This is an optimization exercise on Yosys and OpenROAD, whose aim is small area, a short achievable clock period and few clock cycles, not a production implementation. In this exercise RTL edits were held to simulation tests only and were not proved equivalent to the original. Power and IR drop assume default switching activity.

==> flow/design.v (outline; a module is shown in full before it is edited, if it fits) <==
// module mac_cs: 707 lines
// module booth_enc: 31 lines
// module cpa_acc: 366 lines
// module cpa_x: 139 lines
// module window_mac5_acc: 117 lines
module window_mac5_acc #(
  parameter int WORD_WIDTH = window_mac5_acc_pkg::DEF_WORD_WIDTH,
  parameter int FRAC_BITS  = window_mac5_acc_pkg::DEF_FRAC_BITS,
  parameter int CNT_WIDTH  = 8
) (
  input  logic                  clk,
  input  logic                  rst,
  input  logic                  w_load,
  input  logic [2:0]            w_idx,
  input  logic [WORD_WIDTH-1:0] w_data,
  input  logic                  start,
  input  logic [CNT_WIDTH-1:0]  acc_len,
  input  logic                  in_valid,
  input  logic [WORD_WIDTH-1:0] data_in_0,
  input  logic [WORD_WIDTH-1:0] data_in_1,
  input  logic [WORD_WIDTH-1:0] data_in_2,
  input  logic [WORD_WIDTH-1:0] data_in_3,
  input  logic [WORD_WIDTH-1:0] data_in_4,
  output logic                  busy,
  output logic                  out_valid,
  output logic [WORD_WIDTH-1:0] out_data
);
  // ...
==> flow/run.sh <==
#!/bin/bash
# synth_recipe.tcl (not shown) runs the flow's synth.tcl, then flattens the netlist and writes it again
# the make line also repeats each setting of config.mk as NAME=value (left out here)
make -C /OpenROAD-flow-scripts/flow DESIGN_CONFIG=/design/flow/config.mk WORK_HOME=/design/flow/orfs CLKGATE_MAP_FILE= SYNTH_SCRIPT=/design/flow/synth_recipe.tcl finish
==> flow/config.mk <==
export PLATFORM = sky130hd
export DESIGN_NAME = window_mac5_acc
export DESIGN_NICKNAME = window_mac5_acc
export VERILOG_FILES = /design/flow/design.v
export SDC_FILE = /design/flow/constraint.sdc
export NUM_CORES = 4
export LEC_CHECK = 0
export CAP_MARGIN = 20
export CORE_MARGIN = 2
export CORE_UTILIZATION = 40
export SETUP_SLACK_MARGIN = 0.3
export SLEW_MARGIN = 20
==> flow/constraint.sdc <==
create_clock -name core_clock -period 7.5 [get_ports {clk}]
set_input_delay 1.5000 -clock core_clock [delete_from_list [all_inputs] [get_ports {clk}]]
set_output_delay 1.5000 -clock core_clock [all_outputs]
set_load 0.01 [all_outputs]
==> flow_metrics.tcl, run 1 <==
set metrics [dict create \
    postCtsSetupRepairBufs 0 \
    fin_skew_ns 0.0204 \
    drtPass1Iterations 6 \
    gr-usage-met1 0.280 \
    max_freq_mhz 200 \
    critPathMaxStageDelay_ns 0.54 \
    r2r_end "out_data[0]" \
    synth_top_family_by_area "adder cells" \
    seq-cell-share 0.251 \
    final_common_cell "dfxtp_1" \
    syn_inst 2510 \
    final-nonclk-buf-share 0.0549 \
    finalSetupTns_ns 0 \
    status "timing/DRC/antenna clean" \
    hold_end "out_data[9]" \
    yosysSeqAreaShare 0.286 \
    wl_met3_um 3440 \
    gp_congestion 0.869 \
    synth_top_area_cell "dfxtp_1" \
    multiInputCombCellCount 1784 \
    worst_slew_pin_slew_ns 1.03 \
    final_core_util 0.460 \
    vias_per_cell 5.37 \
    cts.sinks 334 \
    grt_use_met2 0.333 \
    clockPowerShare 0.380 \
    synth-seq-cells 334 \
]
Testbench counts, summed over its fixed seeds: cycles 16,757.
==> module window_mac5_acc, before the edit <==
module window_mac5_acc #(
  parameter int WORD_WIDTH = window_mac5_acc_pkg::DEF_WORD_WIDTH,
  parameter int FRAC_BITS  = window_mac5_acc_pkg::DEF_FRAC_BITS,
  parameter int CNT_WIDTH  = 8
) (
  input  logic                  clk,
  input  logic                  rst,
  input  logic                  w_load,
  input  logic [2:0]            w_idx,
  input  logic [WORD_WIDTH-1:0] w_data,
  input  logic                  start,
  input  logic [CNT_WIDTH-1:0]  acc_len,
  input  logic                  in_valid,
  input  logic [WORD_WIDTH-1:0] data_in_0,
  input  logic [WORD_WIDTH-1:0] data_in_1,
  input  logic [WORD_WIDTH-1:0] data_in_2,
  input  logic [WORD_WIDTH-1:0] data_in_3,
  input  logic [WORD_WIDTH-1:0] data_in_4,
  output logic                  busy,
  output logic                  out_valid,
  output logic [WORD_WIDTH-1:0] out_data
);
  localparam int XW = WORD_WIDTH + 3;             
  localparam int SW = 2 * WORD_WIDTH + CNT_WIDTH + 2;   
  localparam logic [CNT_WIDTH-1:0] DONE_CNT = CNT_WIDTH'(-6);
  logic [4:0][WORD_WIDTH-1:0] weight;
  logic [4:0][WORD_WIDTH-1:0] window;
  logic [4:0][XW-1:0] x_sum;
  logic [4:0] ring;
  logic [XW-1:0] xr, x_sel;
  logic [WORD_WIDTH-1:0] w_sel;
  logic [WORD_WIDTH/2-1:0] one, two, neg, one_r, two_r, neg_r;
  logic [SW-1:0] acc_s, acc_c, in_s, in_c, nxt_s, nxt_c, total;
  logic [4:0][XW-1:0] x_keep, x_add, x_nxt;
  logic [CNT_WIDTH-1:0] cnt;
  logic accum;
  logic go, accept, last, fire;
  logic [SW-FRAC_BITS-1:0] rounded;
  logic [WORD_WIDTH-1:0] result;
  assign window = {data_in_4, data_in_3, data_in_2, data_in_1, data_in_0};
  assign go = !busy && start && acc_len != '0;
  assign accept = accum && in_valid;
  assign last = accept && cnt == CNT_WIDTH'(1);
  assign fire = busy && !accum && cnt == DONE_CNT;
  always_comb begin
    x_sel = '0;
    w_sel = '0;
    for (int i = 0; i < 5; i++) begin
      x_sel = x_sel | ({XW{ring[i]}} & x_sum[i]);
      w_sel = w_sel | ({WORD_WIDTH{ring[i]}} & weight[i]);
    end
  end
  booth_enc u_enc (
    .w(w_sel),
    .one(one),
    .two(two),
    .neg(neg)
  );
  assign in_s = busy ? acc_s : SW'(1 << (FRAC_BITS - 1));
  assign in_c = busy ? acc_c : '0;
  mac_cs u_mac (
    .one(one_r),
    .two(two_r),
    .neg(neg_r),
    .x(xr),
    .ss(in_s),
    .sc(in_c),
    .ns(nxt_s),
    .nc(nxt_c)
  );
  cpa_acc u_total (
    .a(acc_s),
    .b(acc_c),
    .y(total)
  );
  assign rounded = total[SW-1:FRAC_BITS];
  always_comb begin
    if (&rounded[SW-FRAC_BITS-1:WORD_WIDTH-1] || ~|rounded[SW-FRAC_BITS-1:WORD_WIDTH-1])
      result = rounded[WORD_WIDTH-1:0];
    else
      result = {rounded[SW-FRAC_BITS-1], {(WORD_WIDTH-1){~rounded[SW-FRAC_BITS-1]}}};
  end
  for (genvar i = 0; i < 5; i++) begin : g_tap
    assign x_keep[i] = (busy && !ring[i]) ? x_sum[i] : XW'(0);
    assign x_add[i] = accept ? XW'($signed(window[i])) : XW'(0);
    cpa_x u_add (
      .a(x_keep[i]),
      .b(x_add[i]),
      .y(x_nxt[i])
    );
  end
  always_ff @(posedge clk) begin
    x_sum <= x_nxt;
    xr <= (busy && !rst) ? x_sel : '0;
    one_r <= one;
    two_r <= two;
    neg_r <= neg;
    acc_s <= nxt_s;
    acc_c <= nxt_c;
    cnt <= busy ? cnt - CNT_WIDTH'(!accum || in_valid) : acc_len;
    if (rst) begin
      ring <= 5'b00001;
      busy <= 1'b0;
      accum <= 1'b0;
      out_valid <= 1'b0;
      out_data <= '0;
      for (int i = 0; i < 5; i++) weight[i] <= '0;
    end else begin
      ring <= {ring[3:0], ring[4]};
      busy <= busy ? !fire : go;
      accum <= accum ? !last : go;
      out_valid <= fire;
      if (fire) out_data <= result;
      if (!busy && w_load && w_idx < 3'd5) weight[w_idx] <= w_data;
    end
  end
endmodule
==> inputs of run 2 (changes only) <==
--- a/flow/design.v
+++ b/flow/design.v
@@ -1284,4 +1284,6 @@
   logic [CNT_WIDTH-1:0] cnt;
   logic accum;
+  logic idle, busy_nx;
+  logic [4:0] ring_nx, keep;
   logic go, accept, last, fire;
   logic [SW-FRAC_BITS-1:0] rounded;
@@ -1292,4 +1294,6 @@
   assign last = accept && cnt == CNT_WIDTH'(1);
   assign fire = busy && !accum && cnt == DONE_CNT;
+  assign busy_nx = busy ? !fire : go;
+  assign ring_nx = {ring[3:0], ring[4]};
   always_comb begin
     x_sel = '0;
@@ -1306,6 +1310,4 @@
     .neg(neg)
   );
-  assign in_s = busy ? acc_s : SW'(1 << (FRAC_BITS - 1));
-  assign in_c = busy ? acc_c : '0;
   mac_cs u_mac (
     .one(one_r),
@@ -1313,14 +1315,10 @@
     .neg(neg_r),
     .x(xr),
-    .ss(in_s),
-    .sc(in_c),
+    .ss(acc_s),
+    .sc(acc_c),
     .ns(nxt_s),
     .nc(nxt_c)
   );
-  cpa_acc u_total (
-    .a(acc_s),
-    .b(acc_c),
-    .y(total)
-  );
+  assign total = acc_s + acc_c;
   assign rounded = total[SW-1:FRAC_BITS];
   always_comb begin
@@ -1331,24 +1329,22 @@
   end
   for (genvar i = 0; i < 5; i++) begin : g_tap
-    assign x_keep[i] = (busy && !ring[i]) ? x_sum[i] : XW'(0);
+    assign x_keep[i] = keep[i] ? x_sum[i] : XW'(0);
     assign x_add[i] = accept ? XW'($signed(window[i])) : XW'(0);
-    cpa_x u_add (
-      .a(x_keep[i]),
-      .b(x_add[i]),
-      .y(x_nxt[i])
-    );
+    assign x_nxt[i] = x_keep[i] + x_add[i];
   end
   always_ff @(posedge clk) begin
     x_sum <= x_nxt;
-    xr <= (busy && !rst) ? x_sel : '0;
+    xr <= (idle || rst) ? '0 : x_sel;
     one_r <= one;
     two_r <= two;
     neg_r <= neg;
-    acc_s <= nxt_s;
-    acc_c <= nxt_c;
+    acc_s <= idle ? SW'(1 << (FRAC_BITS - 1)) : nxt_s;
+    acc_c <= idle ? '0 : nxt_c;
+    keep <= (busy_nx && !rst) ? ~ring_nx : '0;
     cnt <= busy ? cnt - CNT_WIDTH'(!accum || in_valid) : acc_len;
     if (rst) begin
       ring <= 5'b00001;
       busy <= 1'b0;
+      idle <= 1'b1;
       accum <= 1'b0;
       out_valid <= 1'b0;
@@ -1356,6 +1352,7 @@
       for (int i = 0; i < 5; i++) weight[i] <= '0;
     end else begin
-      ring <= {ring[3:0], ring[4]};
-      busy <= busy ? !fire : go;
+      ring <= ring_nx;
+      busy <= busy_nx;
+      idle <= !busy_nx;
       accum <= accum ? !last : go;
       out_valid <= fire;
==> run 2 against run 1 <==
Net effect: still clean on timing, DRC and antenna; wire length is 9.9% higher; die area is 6.5% higher; flip-flop and latch count is 6 higher; highest routed layer is now met5.
==> flow_metrics.tcl, run 2 <==
set metrics [dict create \
    status "timing/DRC/antenna clean" \
    drv_cap 0 \
    numCtsBuffers 41 \
    rows 91 \
    antenna_found_initial 1 \
    finalSetupTns_ns 0 \
    required_ns 8.01 \
    p_sw_mw 1.50 \
    ys_top_cells_by_count "dfxtp_1, inv_1, a22oi_1" \
    tritoncts "yes" \
    end_kind "register" \
    crit_arrival_ns 5.17 \
    gr-total-overflow 0 \
    final.setup.worst_slack_ns 2.84 \
    cts_root_buffer "clkbuf_16" \
    hold_class "reg -> reg" \
    ctsHoldBuffers 0 \
    final_common_cell "dfxtp_1" \
    max_freq_mhz 214 \
    place_ws_ns 2.27 \
    antenna_left 0 \
    grt_pass1_vias 20900 \
    path_class "in -> reg" \
    p_seq_frac 0.391 \
    period_share 0.622 \
    portBuffers 129 \
    syn_area_sq_um 24900 \
    drc 0 \
    largest_register_ffs 95 \
    postCtsSetupRepairBufs 0 \
    die_w_um 254 \
    fin_skew_ns 0.0211 \
    min_period_ns 4.66 \
    clk_pin_slew_worst_paths_ns 0.06 \
    synth_top_area_cell "dfxtp_1" \
    grt_max_degree 90 \
    wl_per_cell_um 18.1 \
    io_pins 130 \
    cts.sinks 340 \
    ys_warn_count 1 \
    syn-mean-instance-area_sq_um 8.86 \
    vias 20100 \
    ys.flop_type "dfxtp_1" \
    setup_viol 0 \
    worstSkewPairLatency_ns 0.58 \
    critical_path.startpoint "in_valid" \
    slew_viol_final 0 \
    dp_hpwl_um 48800 \
    synth_top_area_frac 0.273 \
    track_usage 0.211 \
    p_leak_nw 11.9 \
    n_antenna_cell 0 \
    switching_share 0.289 \
    drive_gt1_frac 0.0437 \
    worst_slew_pin_slew_ns 1.11 \
    synth_nets 3265 \
    die_height_um 254 \
    async_reset_ff_frac 0 \
    top_register "x_sum" \
    synth_cell_types 69 \
    comb_power_share 0.204 \
    synth_most_common_cell "dfxtp_1" \
    drt_iter0_drc 1617 \
    start_kind "primary input" \
    worstPathMaxFanout 77 \
    hold_viol_final 0 \
    yosysSeqAreaShare 0.273 \
    final_cell_mix "dfxtp_1, inv_1, a22oi_1, nor2_1, fa_1" \
    r2r_start "accum" \
    syn_inst 2815 \
    grt_pass1_wl_um 109000 \
    synth.area.top_cells "dfxtp_1, fa_1, ha_1" \
    top_regs "x_sum (95), weight (80)" \
    start_util 0.404 \
    synth_edf_count 0 \
    peakVddDrop_v 0.000139 \
    power.density_nw_per_um2 184 \
    postCtsResizedCells 0 \
    dieArea_sq_um 64400 \
    max_slew_margin 0.255 \
    drtPass1Iterations 7 \
    rsz0062_at_grt "false" \
    hold_path.startpoint "out_data[15]" \
    area_growth_pct 13.1 \
    ctsLongestPathBuffers 3 \
    gp_congestion 0.904 \
    wirelength_um 66900 \
    synth-seq-cells 340 \
    core_sq_um 61700 \
    fillers 5935 \
    vias_per_cell 5.45 \
    clockPowerShare 0.405 \
    finalNetCount 3283 \
    p_int_mw 3.68 \
    cts_max_level 2 \
]
## run 2: cell type report
class                      count  area [sq um]  area share
timing repair buffer         148          1430      0.0505
clock buffer                  53          1180      0.0419
sequential                   340          6820       0.242
inverter                     298          1120      0.0396
tap                          837          1050      0.0371
multi-input combinational   2004         16400       0.580
clock inverter                20           258     0.00913
## run 2: cell families after synthesis
kind of cell | synth area share
AO/OA/AOI/OAI | 0.180
buffers and inverters | 0.0715
multiplexers | 0.000602
XOR/XNOR | 0.0969
flip-flops | 0.273
adder cells (fa/ha/maj) | 0.221
AND/OR/NAND/NOR | 0.157
## run 2: worst paths after layout
kind | end | slack, ns | depth (start not counted)
worst min register to register | out_data[15] | 0.48 | 2
worst max-delay path | x_sum[56] | 2.84 | 18
worst min-delay path | out_data[15] | 0.48 | 2
worst max register to register | x_sum[56] | 3.16 | 17
## run 2: stage by stage
stage / cell area (sq um) / hold slack [ns] / std cells / utilization / total power, mW
global route: 28200 / 0.487 / 3700 / 0.457 / 5.47
finish: 28200 / 0.475 / 3700 / 0.457 / 5.18
global placement: 26800 / 0.463 / 3627 / 0.434 / 3.09
CTS: 28200 / 0.475 / 3700 / 0.457 / 5.25
detailed placement: 26800 / 0.465 / 3627 / 0.434 / 3.12
floorplan: 24900 / 0.462 / 2815 / - / 2.80
## run 2: power groups by stage
| stage | logic, mW | clock network (mW) | registers (mW) |
|---|---|---|---|
| 2_1_floorplan | 0.805 | 0 | 2.00 |
| 3_3_place_gp | 1.03 | 0 | 2.06 |
| 3_5_place_dp | 1.06 | 0 | 2.06 |
| 4_1_cts | 1.07 | 2.15 | 2.02 |
| 5_1_grt | 1.21 | 2.22 | 2.04 |
| 6_report | 1.06 | 2.10 | 2.02 |
## run 2: critical path, stage by stage
cell	delay, ns
buf_2	0.08
buf_4	0.49
and3_1	0.26
ha_1	0.17
inv_1	0.06
fa_1	0.46
nor2b_1	0.13
o21ai_0	0.11
a21boi_0	0.25
o21ai_0	0.16
a21oi_1	0.21
o21a_1	0.19
o31a_1	0.17
nor4_1	0.06
nor3_1	0.30
a211oi_1	0.18
a21oi_1	0.21
xor2_1	0.16
## run 2: per-layer routing
layer	track usage	vias to the layer above	wire length [um]
met1	0.281	9737	30000
met4	0.0708	2	1830
li1	-	9603	-
met5	0	-	12
met3	0.0339	123	4370
met2	0.347	683	30700
Testbench counts of run 2, summed over its fixed seeds: cycles 16,757.

==> re-timing with driven ports <==
No port has a modelled driver above. Below, the same layouts with a new extraction and two added sets of constraints. Step 1, drivers: a clkbuf_16 drives clk and a buf_2 each remaining input, both assumed. Step 2 times the ports against the registers' clock, not the clock port: input delays grow and output delays shrink by t, the midpoint of the rising clock arrivals with the driver on. Slacks: ideal ports / drivers / drivers and shift; pairs: ideal ports / drivers.
| run | t, ns | slack for setup (ns) | clock arrival spread, ns | cell pins on the clock port's net |
|---|---|---|---|---|
| run 1 | 0.621 | 2.497 / 2.497 / 1.980 | 0.021 / 0.021 | 1 |
| run 2 | 0.635 | 2.835 / 2.871 / 2.237 | 0.022 / 0.023 | 1 |
After both steps setup and hold are still met in every run listed. For run 2, which loses most, drivers alone change the setup slack by +0.036 ns; drivers and shift together by -0.598 ns.
